Context: an optimization exercise on an open-source flow, tuned for small area. The choices shown serve that exercise and are no tape-out recipe.
The RTL was checked by simulation tests, not by an equivalence proof against the original design. The clock port is modelled as an ideal driver; clocking choices that lean on that would not hold on a real chip.

==> inputs of 09-20 <==
==> flow/design.v <==
package sd_wb_pkg;
	typedef logic [127:0] wb_data_t;
	typedef logic [4:0] wb_adr_t;
	typedef logic [3:0] reg_idx_t;
	localparam wb_adr_t ADR_CMD_EXEC   = 5'd16;
	localparam wb_adr_t ADR_FIFO_WRITE = 5'd17;
	localparam wb_adr_t ADR_FIFO_READ  = 5'd18;
	localparam wb_adr_t ADR_DATA_EXEC  = 5'd19;
	localparam int REG_COUNT = 16;
	typedef enum logic [1:0] {
		IDLE,
		WAIT_FIFO,
		WAIT_EXEC,
		RESPOND
	} dec_state_e;
endpackage
`timescale 1ns/1ps
module sd_wb_fifo #(
	parameter int FIFO_DEPTH = 4
) (
	input  logic                wb_clock_i,
	input  logic                rst_n_i,
	input  logic                push_i,
	input  logic                pop_i,
	input  sd_wb_pkg::wb_data_t wdata_i,
	output sd_wb_pkg::wb_data_t rdata_o,
	output logic                full_o,
	output logic                empty_o
);
	localparam int PTR_W = $clog2(FIFO_DEPTH);
	localparam int CNT_W = PTR_W + 1;
	sd_wb_pkg::wb_data_t mem_q [FIFO_DEPTH];
	logic [PTR_W-1:0] wr_ptr_q;
	logic [PTR_W-1:0] rd_ptr_q;
	logic [CNT_W-1:0] count_q;
	logic do_push;
	logic do_pop;
	assign do_push = push_i && !full_o;
	assign do_pop  = pop_i && !empty_o;
	assign full_o  = (count_q == CNT_W'(FIFO_DEPTH));
	assign empty_o = (count_q == '0);
	assign rdata_o = mem_q[rd_ptr_q];
	always_ff @(posedge wb_clock_i or negedge rst_n_i)
	begin
		if (!rst_n_i)
		begin
			wr_ptr_q <= '0;
			rd_ptr_q <= '0;
			count_q  <= '0;
		end
		else
		begin
			if (do_push)
				wr_ptr_q <= wr_ptr_q + 1'b1;
			if (do_pop)
				rd_ptr_q <= rd_ptr_q + 1'b1;
			case ({do_push, do_pop})
				2'b10: count_q <= count_q + 1'b1;
				2'b01: count_q <= count_q - 1'b1;
				default: count_q <= count_q;
			endcase
		end
	end
	always_ff @(posedge wb_clock_i)
	begin
		if (do_push)
			mem_q[wr_ptr_q] <= wdata_i;
	end
endmodule
`timescale 1ns/1ps
module sd_reg_bank (
	input  logic                wb_clock_i,
	input  logic                rst_n_i,
	input  logic                wr_i,
	input  sd_wb_pkg::reg_idx_t idx_i,
	input  sd_wb_pkg::wb_data_t wdata_i,
	output sd_wb_pkg::wb_data_t rdata_o
);
	sd_wb_pkg::wb_data_t regs_q [sd_wb_pkg::REG_COUNT];
	always_ff @(posedge wb_clock_i or negedge rst_n_i)
	begin
		if (!rst_n_i)
		begin
			for (int i = 0; i < sd_wb_pkg::REG_COUNT; i++)
				regs_q[i] <= '0;
		end
		else if (wr_i)
		begin
			regs_q[idx_i] <= wdata_i;
		end
	end
	assign rdata_o = regs_q[idx_i];
endmodule
`timescale 1ns/1ps
module sd_exec_ctrl (
	input  logic                wb_clock_i,
	input  logic                rst_n_i,
	input  logic                cmd_go_i,
	input  logic                data_go_i,
	input  sd_wb_pkg::wb_data_t arg_i,
	input  logic                cmd_done_i,
	input  logic                data_done_i,
	output logic                cmd_start_o,
	output logic                data_start_o,
	output sd_wb_pkg::wb_data_t cmd_arg_o,
	output logic                exec_done_o
);
	typedef enum logic [1:0] {
		IDLE,
		CMD_BUSY,
		DATA_BUSY
	} exec_state_e;
	exec_state_e state_q;
	always_ff @(posedge wb_clock_i or negedge rst_n_i)
	begin
		if (!rst_n_i)
		begin
			state_q      <= IDLE;
			cmd_start_o  <= 1'b0;
			data_start_o <= 1'b0;
		end
		else
		begin
			cmd_start_o  <= 1'b0;
			data_start_o <= 1'b0;
			case (state_q)
				IDLE:
				begin
					if (cmd_go_i)
					begin
						cmd_start_o <= 1'b1;
						state_q     <= CMD_BUSY;
					end
					else if (data_go_i)
					begin
						data_start_o <= 1'b1;
						state_q      <= DATA_BUSY;
					end
				end
				CMD_BUSY:
					if (cmd_done_i)
						state_q <= IDLE;
				DATA_BUSY:
					if (data_done_i)
						state_q <= IDLE;
				default:
					state_q <= IDLE;
			endcase
		end
	end
	always_ff @(posedge wb_clock_i)
	begin
		if ((state_q == IDLE) && (cmd_go_i || data_go_i))
			cmd_arg_o <= arg_i;
	end
	assign exec_done_o = ((state_q == CMD_BUSY) && cmd_done_i) ||
		((state_q == DATA_BUSY) && data_done_i);
endmodule
`timescale 1ns/1ps
module sd_wb_decode (
	input  logic               wb_clock_i,
	input  logic               rst_n_i,
	input  logic               strobe_i,
	input  logic               we_i,
	input  sd_wb_pkg::wb_adr_t adr_i,
	input  logic               tx_full_i,
	input  logic               rx_empty_i,
	input  logic               exec_done_i,
	output logic               reg_wr_o,
	output logic               fifo_push_o,
	output logic               fifo_pop_o,
	output logic               cmd_go_o,
	output logic               data_go_o,
	output logic               resp_ok_o,
	output logic               resp_err_o,
	output logic               rd_from_fifo_o
);
	sd_wb_pkg::dec_state_e state_q;
	logic accept;
	logic is_reg;
	logic is_cmd;
	logic is_data;
	logic is_fwr;
	logic is_frd;
	assign accept = (state_q == sd_wb_pkg::IDLE) && strobe_i;
	assign is_reg  = (adr_i < sd_wb_pkg::wb_adr_t'(sd_wb_pkg::REG_COUNT));
	assign is_cmd  = we_i && (adr_i == sd_wb_pkg::ADR_CMD_EXEC);
	assign is_data = we_i && (adr_i == sd_wb_pkg::ADR_DATA_EXEC);
	assign is_fwr  = we_i && (adr_i == sd_wb_pkg::ADR_FIFO_WRITE);
	assign is_frd  = !we_i && (adr_i == sd_wb_pkg::ADR_FIFO_READ);
	assign cmd_go_o  = accept && is_cmd;
	assign data_go_o = accept && is_data;
	always_ff @(posedge wb_clock_i or negedge rst_n_i)
	begin
		if (!rst_n_i)
		begin
			state_q        <= sd_wb_pkg::IDLE;
			reg_wr_o       <= 1'b0;
			fifo_push_o    <= 1'b0;
			fifo_pop_o     <= 1'b0;
			resp_ok_o      <= 1'b0;
			resp_err_o     <= 1'b0;
			rd_from_fifo_o <= 1'b0;
		end
		else
		begin
			reg_wr_o       <= 1'b0;
			fifo_push_o    <= 1'b0;
			fifo_pop_o     <= 1'b0;
			resp_ok_o      <= 1'b0;
			resp_err_o     <= 1'b0;
			rd_from_fifo_o <= 1'b0;
			case (state_q)
				sd_wb_pkg::IDLE:
				begin
					if (strobe_i)
					begin
						if (is_reg)
						begin
							reg_wr_o  <= we_i;
							resp_ok_o <= 1'b1;
							state_q   <= sd_wb_pkg::RESPOND;
						end
						else if (is_cmd || is_data)
							state_q <= sd_wb_pkg::WAIT_EXEC;
						else if (is_fwr || is_frd)
							state_q <= sd_wb_pkg::WAIT_FIFO;
						else
						begin
							resp_err_o <= 1'b1;
							state_q    <= sd_wb_pkg::RESPOND;
						end
					end
				end
				sd_wb_pkg::WAIT_FIFO:
				begin
					if (we_i && !tx_full_i)
					begin
						fifo_push_o <= 1'b1;
						resp_ok_o   <= 1'b1;
						state_q     <= sd_wb_pkg::RESPOND;
					end
					else if (!we_i && !rx_empty_i)
					begin
						fifo_pop_o     <= 1'b1;
						rd_from_fifo_o <= 1'b1;
						resp_ok_o      <= 1'b1;
						state_q        <= sd_wb_pkg::RESPOND;
					end
				end
				sd_wb_pkg::WAIT_EXEC:
				begin
					if (exec_done_i)
					begin
						resp_ok_o <= 1'b1;
						state_q   <= sd_wb_pkg::RESPOND;
					end
				end
				sd_wb_pkg::RESPOND:
				begin
					if (!strobe_i)
						state_q <= sd_wb_pkg::IDLE;
				end
				default:
					state_q <= sd_wb_pkg::IDLE;
			endcase
		end
	end
endmodule
`timescale 1ns/1ps
module sd_wb_resp (
	input  logic                wb_clock_i,
	input  logic                rst_n_i,
	input  logic                resp_ok_i,
	input  logic                resp_err_i,
	input  logic                rd_from_fifo_i,
	input  sd_wb_pkg::wb_data_t reg_rdata_i,
	input  sd_wb_pkg::wb_data_t fifo_rdata_i,
	output logic                ack_o,
	output logic                error_o,
	output sd_wb_pkg::wb_data_t wb_data_o
);
	always_ff @(posedge wb_clock_i or negedge rst_n_i)
	begin
		if (!rst_n_i)
		begin
			ack_o   <= 1'b0;
			error_o <= 1'b0;
		end
		else
		begin
			ack_o   <= resp_ok_i;
			error_o <= resp_err_i;
		end
	end
	always_ff @(posedge wb_clock_i)
	begin
		if (resp_ok_i)
			wb_data_o <= rd_from_fifo_i ? fifo_rdata_i : reg_rdata_i;
	end
endmodule
`timescale 1ns/1ps
module sd_wb_top #(
	parameter int FIFO_DEPTH = 4
) (
	input  logic                wb_clock_i,
	input  logic                rst_n_i,
	input  logic                strobe_i,
	input  logic                we_i,
	input  sd_wb_pkg::wb_adr_t  adr_i,
	input  sd_wb_pkg::wb_data_t wb_data_i,
	output logic                ack_o,
	output logic                error_o,
	output sd_wb_pkg::wb_data_t wb_data_o,
	output logic                fifo_write_wait_o,
	output logic                fifo_read_wait_o,
	input  logic                cmd_done_i,
	input  logic                data_done_i,
	input  logic                sd_tx_pop_i,
	input  logic                host_data_valid_i,
	input  sd_wb_pkg::wb_data_t host_data_i,
	output logic                cmd_start_o,
	output logic                data_start_o,
	output sd_wb_pkg::wb_data_t cmd_arg_o,
	output sd_wb_pkg::wb_data_t sd_tx_data_o
);
	logic reg_wr;
	logic fifo_push;
	logic fifo_pop;
	logic cmd_go;
	logic data_go;
	logic resp_ok;
	logic resp_err;
	logic rd_from_fifo;
	logic exec_done;
	sd_wb_pkg::wb_data_t reg_rdata;
	sd_wb_pkg::wb_data_t rx_rdata;
	sd_wb_decode decode_i (
		.wb_clock_i     (wb_clock_i),
		.rst_n_i        (rst_n_i),
		.strobe_i       (strobe_i),
		.we_i           (we_i),
		.adr_i          (adr_i),
		.tx_full_i      (fifo_write_wait_o),
		.rx_empty_i     (fifo_read_wait_o),
		.exec_done_i    (exec_done),
		.reg_wr_o       (reg_wr),
		.fifo_push_o    (fifo_push),
		.fifo_pop_o     (fifo_pop),
		.cmd_go_o       (cmd_go),
		.data_go_o      (data_go),
		.resp_ok_o      (resp_ok),
		.resp_err_o     (resp_err),
		.rd_from_fifo_o (rd_from_fifo)
	);
	sd_reg_bank reg_bank_i (
		.wb_clock_i (wb_clock_i),
		.rst_n_i    (rst_n_i),
		.wr_i       (reg_wr),
		.idx_i      (adr_i[3:0]),
		.wdata_i    (wb_data_i),
		.rdata_o    (reg_rdata)
	);
	sd_exec_ctrl exec_ctrl_i (
		.wb_clock_i   (wb_clock_i),
		.rst_n_i      (rst_n_i),
		.cmd_go_i     (cmd_go),
		.data_go_i    (data_go),
		.arg_i        (wb_data_i),
		.cmd_done_i   (cmd_done_i),
		.data_done_i  (data_done_i),
		.cmd_start_o  (cmd_start_o),
		.data_start_o (data_start_o),
		.cmd_arg_o    (cmd_arg_o),
		.exec_done_o  (exec_done)
	);
	sd_wb_fifo #(.FIFO_DEPTH(FIFO_DEPTH)) tx_fifo (
		.wb_clock_i (wb_clock_i),
		.rst_n_i    (rst_n_i),
		.push_i     (fifo_push),
		.pop_i      (sd_tx_pop_i),
		.wdata_i    (wb_data_i),
		.rdata_o    (sd_tx_data_o),
		.full_o     (fifo_write_wait_o),
		.empty_o    ()
	);
	sd_wb_fifo #(.FIFO_DEPTH(FIFO_DEPTH)) rx_fifo (
		.wb_clock_i (wb_clock_i),
		.rst_n_i    (rst_n_i),
		.push_i     (host_data_valid_i),
		.pop_i      (fifo_pop),
		.wdata_i    (host_data_i),
		.rdata_o    (rx_rdata),
		.full_o     (),
		.empty_o    (fifo_read_wait_o)
	);
	sd_wb_resp resp_i (
		.wb_clock_i     (wb_clock_i),
		.rst_n_i        (rst_n_i),
		.resp_ok_i      (resp_ok),
		.resp_err_i     (resp_err),
		.rd_from_fifo_i (rd_from_fifo),
		.reg_rdata_i    (reg_rdata),
		.fifo_rdata_i   (rx_rdata),
		.ack_o          (ack_o),
		.error_o        (error_o),
		.wb_data_o      (wb_data_o)
	);
endmodule
==> flow/run.sh <==
#!/bin/bash
# synth_recipe.tcl (not shown) runs the flow's synth.tcl, then flattens the netlist and writes it again
# the make line also repeats each setting of config.mk as NAME=value (left out here)
make -C /OpenROAD-flow-scripts/flow DESIGN_CONFIG=/design/flow/config.mk WORK_HOME=/design/flow/orfs CLKGATE_MAP_FILE= SYNTH_SCRIPT=/design/flow/synth_recipe.tcl finish
==> flow/config.mk <==
export PLATFORM = sky130hd
export DESIGN_NAME = sd_wb_top
export DESIGN_NICKNAME = sd_wb_top
export VERILOG_FILES = /design/flow/design.v
export SDC_FILE = /design/flow/constraint.sdc
export NUM_CORES = 4
export LEC_CHECK = 0
export CAP_MARGIN = 20
export CORE_MARGIN = 2
export CORE_UTILIZATION = 40
export SLEW_MARGIN = 20
==> flow/constraint.sdc <==
create_clock -name core_clock -period 10.0 [get_ports {wb_clock_i}]
set_input_delay 2.0000 -clock core_clock [delete_from_list [all_inputs] [get_ports {wb_clock_i}]]
set_output_delay 2.0000 -clock core_clock [all_outputs]
set_load 0.01 [all_outputs]
==> 01-21: changes against 09-20 <==
--- a/flow/design.v
+++ b/flow/design.v
@@ -24,4 +24,6 @@
 	input  logic                pop_i,
+	input  logic                prev_en_i,
 	input  sd_wb_pkg::wb_data_t wdata_i,
 	output sd_wb_pkg::wb_data_t rdata_o,
+	output sd_wb_pkg::wb_data_t prev_o,
 	output logic                full_o,
@@ -41,3 +43,2 @@
 	assign empty_o = (count_q == '0);
-	assign rdata_o = mem_q[rd_ptr_q];
 	always_ff @(posedge wb_clock_i or negedge rst_n_i)
@@ -63,6 +64,19 @@
 	end
-	always_ff @(posedge wb_clock_i)
+	for (genvar j = 0; j < FIFO_DEPTH; j++)
+	begin : g_slot
+		always_ff @(posedge wb_clock_i)
+		begin
+			if (do_push && (wr_ptr_q == PTR_W'(j)))
+				mem_q[j] <= wdata_i;
+		end
+	end
+	always_comb
 	begin
-		if (do_push)
-			mem_q[wr_ptr_q] <= wdata_i;
+		rdata_o = '0;
+		prev_o  = '0;
+		for (int j = 0; j < FIFO_DEPTH; j++)
+		begin
+			rdata_o = rdata_o | (mem_q[j] & {128{rd_ptr_q == PTR_W'(j)}});
+			prev_o  = prev_o | (mem_q[j] & {128{prev_en_i && (rd_ptr_q == PTR_W'(j + 1))}});
+		end
 	end
@@ -74,2 +88,3 @@
 	input  logic                wr_i,
+	input  logic                rd_en_i,
 	input  sd_wb_pkg::reg_idx_t idx_i,
@@ -79,2 +94,4 @@
 	sd_wb_pkg::wb_data_t regs_q [sd_wb_pkg::REG_COUNT];
+	logic [sd_wb_pkg::REG_COUNT-1:0] valid_q;
+	logic [sd_wb_pkg::REG_COUNT-1:0] sel;
 	always_ff @(posedge wb_clock_i or negedge rst_n_i)
@@ -82,12 +99,21 @@
 		if (!rst_n_i)
-		begin
-			for (int i = 0; i < sd_wb_pkg::REG_COUNT; i++)
-				regs_q[i] <= '0;
-		end
+			valid_q <= '0;
 		else if (wr_i)
+			valid_q[idx_i] <= 1'b1;
+	end
+	for (genvar i = 0; i < sd_wb_pkg::REG_COUNT; i++)
+	begin : g_reg
+		always_ff @(posedge wb_clock_i)
 		begin
-			regs_q[idx_i] <= wdata_i;
+			if (wr_i && (idx_i == sd_wb_pkg::reg_idx_t'(i)))
+				regs_q[i] <= wdata_i;
 		end
+		assign sel[i] = rd_en_i && valid_q[i] && (idx_i == sd_wb_pkg::reg_idx_t'(i));
+	end
+	always_comb
+	begin
+		rdata_o = '0;
+		for (int i = 0; i < sd_wb_pkg::REG_COUNT; i++)
+			rdata_o = rdata_o | (regs_q[i] & {128{sel[i]}});
 	end
-	assign rdata_o = regs_q[idx_i];
 endmodule
@@ -174,4 +200,3 @@
 	output logic               resp_ok_o,
-	output logic               resp_err_o,
-	output logic               rd_from_fifo_o
+	output logic               resp_err_o
 );
@@ -202,3 +227,2 @@
 			resp_err_o     <= 1'b0;
-			rd_from_fifo_o <= 1'b0;
 		end
@@ -211,3 +235,2 @@
 			resp_err_o     <= 1'b0;
-			rd_from_fifo_o <= 1'b0;
 			case (state_q)
@@ -245,3 +268,2 @@
 						fifo_pop_o     <= 1'b1;
-						rd_from_fifo_o <= 1'b1;
 						resp_ok_o      <= 1'b1;
@@ -275,3 +297,2 @@
 	input  logic                resp_err_i,
-	input  logic                rd_from_fifo_i,
 	input  sd_wb_pkg::wb_data_t reg_rdata_i,
@@ -295,7 +316,3 @@
 	end
-	always_ff @(posedge wb_clock_i)
-	begin
-		if (resp_ok_i)
-			wb_data_o <= rd_from_fifo_i ? fifo_rdata_i : reg_rdata_i;
-	end
+	assign wb_data_o = reg_rdata_i | fifo_rdata_i;
 endmodule
@@ -333,3 +350,2 @@
 	logic resp_err;
-	logic rd_from_fifo;
 	logic exec_done;
@@ -352,4 +368,3 @@
 		.resp_ok_o      (resp_ok),
-		.resp_err_o     (resp_err),
-		.rd_from_fifo_o (rd_from_fifo)
+		.resp_err_o     (resp_err)
 	);
@@ -359,2 +374,3 @@
 		.wr_i       (reg_wr),
+		.rd_en_i    (!adr_i[4]),
 		.idx_i      (adr_i[3:0]),
@@ -381,4 +397,6 @@
 		.pop_i      (sd_tx_pop_i),
+		.prev_en_i  (1'b0),
 		.wdata_i    (wb_data_i),
 		.rdata_o    (sd_tx_data_o),
+		.prev_o     (),
 		.full_o     (fifo_write_wait_o),
@@ -391,4 +409,6 @@
 		.pop_i      (fifo_pop),
+		.prev_en_i  (adr_i[4]),
 		.wdata_i    (host_data_i),
-		.rdata_o    (rx_rdata),
+		.rdata_o    (),
+		.prev_o     (rx_rdata),
 		.full_o     (),
@@ -401,3 +421,2 @@
 		.resp_err_i     (resp_err),
-		.rd_from_fifo_i (rd_from_fifo),
 		.reg_rdata_i    (reg_rdata),
==> flow/flow/run.sh (new file) <==
#!/bin/bash
# Standard ORFS layout (the standard.sh) with three changes to how the
# layout is made:
#  - ports are buffered with the smallest buffer, sky130_fd_sc_hd__buf_1, which
#    the resizer may still resize where a net needs more drive;
#  - clock tree built from clkbuf_16 with larger sink clusters and no dummy loads;
#  - placement utilization from config.mk.
# Each tool's full output goes to its own log under orfs/logs; make's output to
# flow_make.log in this folder.
set -euo pipefail
cd "$(dirname "$0")/.."
export BUFFER_PORTS_ARGS="-buffer_cell sky130_fd_sc_hd__buf_1"
export CTS_ARGS="-sink_clustering_enable -repair_clock_nets -dont_use_dummy_load -buf_list sky130_fd_sc_hd__clkbuf_16 -sink_clustering_size 30 -sink_clustering_max_diameter 100"
bash standard.sh finish > flow_make.log 2>&1
==> flow/standard.sh (new file) <==
#!/bin/bash
# synth_recipe.tcl (not shown) runs the flow's synth.tcl, then flattens the netlist and writes it again
# the make line also repeats each setting of config.mk as NAME=value (left out here)
make -C /OpenROAD-flow-scripts/flow DESIGN_CONFIG=/design/flow/config.mk WORK_HOME=/design/flow/orfs CLKGATE_MAP_FILE= SYNTH_SCRIPT=/design/flow/synth_recipe.tcl "${@:-finish}"
Settings changed: CORE_UTILIZATION 40 to 65.
removed: flow/run.sh
==> 10-25: changes against 09-20 <==
--- a/flow/design.v
+++ b/flow/design.v
@@ -24,4 +24,7 @@
 	input  logic                pop_i,
+	input  logic                prev_en_i,
 	input  sd_wb_pkg::wb_data_t wdata_i,
 	output sd_wb_pkg::wb_data_t rdata_o,
+	output logic [FIFO_DEPTH-1:0][127:0] mem_o,
+	output logic [FIFO_DEPTH-1:0]        prev_sel_o,
 	output logic                full_o,
@@ -41,3 +44,2 @@
 	assign empty_o = (count_q == '0);
-	assign rdata_o = mem_q[rd_ptr_q];
 	always_ff @(posedge wb_clock_i or negedge rst_n_i)
@@ -63,6 +65,19 @@
 	end
-	always_ff @(posedge wb_clock_i)
+	for (genvar j = 0; j < FIFO_DEPTH; j++)
+	begin : g_slot
+		always_ff @(posedge wb_clock_i)
+		begin
+			if (do_push && (wr_ptr_q == PTR_W'(j)))
+				mem_q[j] <= wdata_i;
+		end
+	end
+	always_comb
 	begin
-		if (do_push)
-			mem_q[wr_ptr_q] <= wdata_i;
+		rdata_o = '0;
+		for (int j = 0; j < FIFO_DEPTH; j++)
+		begin
+			rdata_o = rdata_o | (mem_q[j] & {128{rd_ptr_q == PTR_W'(j)}});
+			mem_o[j] = mem_q[j];
+			prev_sel_o[j] = prev_en_i && (rd_ptr_q == PTR_W'(j + 1));
+		end
 	end
@@ -74,7 +89,11 @@
 	input  logic                wr_i,
+	input  logic                rd_en_i,
 	input  sd_wb_pkg::reg_idx_t idx_i,
 	input  sd_wb_pkg::wb_data_t wdata_i,
-	output sd_wb_pkg::wb_data_t rdata_o
+	output logic [sd_wb_pkg::REG_COUNT-1:0][127:0] regs_o,
+	output logic [sd_wb_pkg::REG_COUNT-1:0]        sel_o
 );
 	sd_wb_pkg::wb_data_t regs_q [sd_wb_pkg::REG_COUNT];
+	logic [sd_wb_pkg::REG_COUNT-1:0] valid_q;
+	logic [sd_wb_pkg::REG_COUNT-1:0] sel;
 	always_ff @(posedge wb_clock_i or negedge rst_n_i)
@@ -82,12 +101,20 @@
 		if (!rst_n_i)
-		begin
-			for (int i = 0; i < sd_wb_pkg::REG_COUNT; i++)
-				regs_q[i] <= '0;
-		end
+			valid_q <= '0;
 		else if (wr_i)
+			valid_q[idx_i] <= 1'b1;
+	end
+	for (genvar i = 0; i < sd_wb_pkg::REG_COUNT; i++)
+	begin : g_reg
+		always_ff @(posedge wb_clock_i)
 		begin
-			regs_q[idx_i] <= wdata_i;
+			if (wr_i && (idx_i == sd_wb_pkg::reg_idx_t'(i)))
+				regs_q[i] <= wdata_i;
 		end
+		assign sel[i] = rd_en_i && valid_q[i] && (idx_i == sd_wb_pkg::reg_idx_t'(i));
+	end
+	for (genvar i = 0; i < sd_wb_pkg::REG_COUNT; i++)
+	begin : g_out
+		assign regs_o[i] = regs_q[i];
 	end
-	assign rdata_o = regs_q[idx_i];
+	assign sel_o = sel;
 endmodule
@@ -174,4 +201,3 @@
 	output logic               resp_ok_o,
-	output logic               resp_err_o,
-	output logic               rd_from_fifo_o
+	output logic               resp_err_o
 );
@@ -202,3 +228,2 @@
 			resp_err_o     <= 1'b0;
-			rd_from_fifo_o <= 1'b0;
 		end
@@ -211,3 +236,2 @@
 			resp_err_o     <= 1'b0;
-			rd_from_fifo_o <= 1'b0;
 			case (state_q)
@@ -245,3 +269,2 @@
 						fifo_pop_o     <= 1'b1;
-						rd_from_fifo_o <= 1'b1;
 						resp_ok_o      <= 1'b1;
@@ -275,5 +298,6 @@
 	input  logic                resp_err_i,
-	input  logic                rd_from_fifo_i,
-	input  sd_wb_pkg::wb_data_t reg_rdata_i,
-	input  sd_wb_pkg::wb_data_t fifo_rdata_i,
+	input  logic [15:0][127:0]  reg_i,
+	input  logic [15:0]         reg_sel_i,
+	input  logic [3:0][127:0]   fifo_i,
+	input  logic [3:0]          fifo_sel_i,
 	output logic                ack_o,
@@ -295,7 +319,17 @@
 	end
-	always_ff @(posedge wb_clock_i)
+	logic [19:0][127:0] src;
+	logic [19:0]        sel;
+	logic [6:0][127:0]  grp;
+	assign src = {fifo_i, reg_i};
+	assign sel = {fifo_sel_i, reg_sel_i};
+	always_comb
 	begin
-		if (resp_ok_i)
-			wb_data_o <= rd_from_fifo_i ? fifo_rdata_i : reg_rdata_i;
+		for (int k = 0; k < 7; k++)
+		begin
+			grp[k] = '0;
+			for (int i = 3 * k; i < 3 * k + 3 && i < 20; i++)
+				grp[k] = grp[k] | (src[i] & {128{sel[i]}});
+		end
 	end
+	assign wb_data_o = ((grp[0] | grp[1]) | (grp[2] | grp[3])) | ((grp[4] | grp[5]) | grp[6]);
 endmodule
@@ -333,6 +367,7 @@
 	logic resp_err;
-	logic rd_from_fifo;
 	logic exec_done;
-	sd_wb_pkg::wb_data_t reg_rdata;
-	sd_wb_pkg::wb_data_t rx_rdata;
+	logic [15:0][127:0] reg_q;
+	logic [15:0]        reg_sel;
+	logic [3:0][127:0]  rx_q;
+	logic [3:0]         rx_sel;
 	sd_wb_decode decode_i (
@@ -352,4 +387,3 @@
 		.resp_ok_o      (resp_ok),
-		.resp_err_o     (resp_err),
-		.rd_from_fifo_o (rd_from_fifo)
+		.resp_err_o     (resp_err)
 	);
@@ -359,5 +393,7 @@
 		.wr_i       (reg_wr),
+		.rd_en_i    (!adr_i[4]),
 		.idx_i      (adr_i[3:0]),
 		.wdata_i    (wb_data_i),
-		.rdata_o    (reg_rdata)
+		.regs_o     (reg_q),
+		.sel_o      (reg_sel)
 	);
@@ -381,4 +417,7 @@
 		.pop_i      (sd_tx_pop_i),
+		.prev_en_i  (1'b0),
 		.wdata_i    (wb_data_i),
 		.rdata_o    (sd_tx_data_o),
+		.mem_o      (),
+		.prev_sel_o (),
 		.full_o     (fifo_write_wait_o),
@@ -391,4 +430,7 @@
 		.pop_i      (fifo_pop),
+		.prev_en_i  (adr_i[4]),
 		.wdata_i    (host_data_i),
-		.rdata_o    (rx_rdata),
+		.rdata_o    (),
+		.mem_o      (rx_q),
+		.prev_sel_o (rx_sel),
 		.full_o     (),
@@ -401,5 +443,6 @@
 		.resp_err_i     (resp_err),
-		.rd_from_fifo_i (rd_from_fifo),
-		.reg_rdata_i    (reg_rdata),
-		.fifo_rdata_i   (rx_rdata),
+		.reg_i          (reg_q),
+		.reg_sel_i      (reg_sel),
+		.fifo_i         (rx_q),
+		.fifo_sel_i     (rx_sel),
 		.ack_o          (ack_o),
==> flow/flow/run.sh (new file) <==
#!/bin/bash
# The standard layout (standard.sh) with these changes to how the layout
# is made:
#  - synthesis is the standard one (synth_recipe.tcl, ORFS synth.tcl) except
#    that ABC maps the combinational logic with flow/abc_area.script, an
#    area-recovering mapping, instead of the delay-first speed script;
#    flip-flop mapping, naming, flattening and renaming are unchanged;
#  - ports are buffered with sky130_fd_sc_hd__buf_1, the smallest buffer;
#  - the clock tree uses clkbuf_8 with sink clusters of up to 18 within 70 um, no dummy loads.
# make's output goes to flow_make.log; each ORFS step logs to orfs/logs.
set -euo pipefail
cd "$(dirname "$0")/.."
W=$PWD
sed 's|log_cmd abc {\*}$abc_args|log_cmd abc {*}[lreplace $abc_args 1 1 $::env(MY_ABC_SCRIPT)]|' \
	"$FLOW_HOME/scripts/synth.tcl" > "$W/flow_synth.tcl"
grep -q MY_ABC_SCRIPT "$W/flow_synth.tcl"
sed "s|source \$::env(SCRIPTS_DIR)/synth.tcl|source $W/flow_synth.tcl|" synth_recipe.tcl > "$W/flow_synth_recipe.tcl"
grep -q "source $W/flow_synth.tcl" "$W/flow_synth_recipe.tcl"
sed "s|SYNTH_SCRIPT=[^ ]*|SYNTH_SCRIPT=$W/flow_synth_recipe.tcl|" standard.sh > "$W/flow_standard.sh"
grep -q "SYNTH_SCRIPT=$W/flow_synth_recipe.tcl" "$W/flow_standard.sh"
export MY_ABC_SCRIPT="$W/flow/abc_area.script"
export BUFFER_PORTS_ARGS="-buffer_cell sky130_fd_sc_hd__buf_1"
export CTS_ARGS="-sink_clustering_enable -repair_clock_nets -dont_use_dummy_load -buf_list sky130_fd_sc_hd__clkbuf_8 -sink_clustering_size 18 -sink_clustering_max_diameter 70"
bash "$W/flow_standard.sh" finish > flow_make.log 2>&1
==> flow/flow/abc_area.script (new file) <==
&get -n
&st
&dch
&nf -R 1000 -C 32 -F 8 -A 8 -E 100
&put
==> flow/standard.sh (new file) <==
#!/bin/bash
# synth_recipe.tcl (not shown) runs the flow's synth.tcl, then flattens the netlist and writes it again
# the make line also repeats each setting of config.mk as NAME=value (left out here)
make -C /OpenROAD-flow-scripts/flow DESIGN_CONFIG=/design/flow/config.mk WORK_HOME=/design/flow/orfs CLKGATE_MAP_FILE= SYNTH_SCRIPT=/design/flow/synth_recipe.tcl "${@:-finish}"
Settings changed: CORE_UTILIZATION 40 to 75.
removed: flow/run.sh
==> impl_metrics.ini <==
[finish]
seq_share = 0.806

[power]
power.internal_mw = 18.5

[run_status]
status = finished clean

[critical_path]
slowest_stage = and3_4

[global_routing]
met1_usage = 0.543

[synth]
synthAdderAreaFrac = 0.00362
# the run above: 10-25

==> impl_metrics.ini <==
[synth]
synthAdderAreaFrac = 0.00339

[run_status]
status = finished clean

[global_routing]
met1_usage = 0.473

[finish]
seq_share = 0.785
# the run above: 01-21

==> impl_metrics.ini <==
[synth]
synthAdderAreaFrac = 0.00164

[run_status]
status = finished clean

[critical_path]
slowest_stage = buf_4

[power]
power.internal_mw = 26.9
# the run above: 09-20

static timing again, ports no longer ideal:
Ports are ideal in the flow. The routed layouts listed here were re-timed in OpenROAD. Step 1, drivers: a clkbuf_16 drives wb_clock_i and a buf_2 each remaining input, both assumed. Step 2 times the ports against the registers' clock, not the clock port: input delays grow and output delays shrink by t, the midpoint of the rising clock arrivals with the driver on. a / b / c = ideal / step 1 / step 2; a / b = the first two.
run	t, ns	setup WS [ns]	worst slew at a driven data input, ns
09-20	1.049	4.407 / 4.327 / 3.405	0.31
01-21	0.893	2.427 / 2.387 / 2.387	0.18
10-25	1.047	2.019 / 1.984 / 1.984	0.17
After both steps every run listed still meets setup and hold. For 09-20, which loses most, drivers alone change the setup slack by -0.080 ns; drivers and shift together by -1.002 ns.
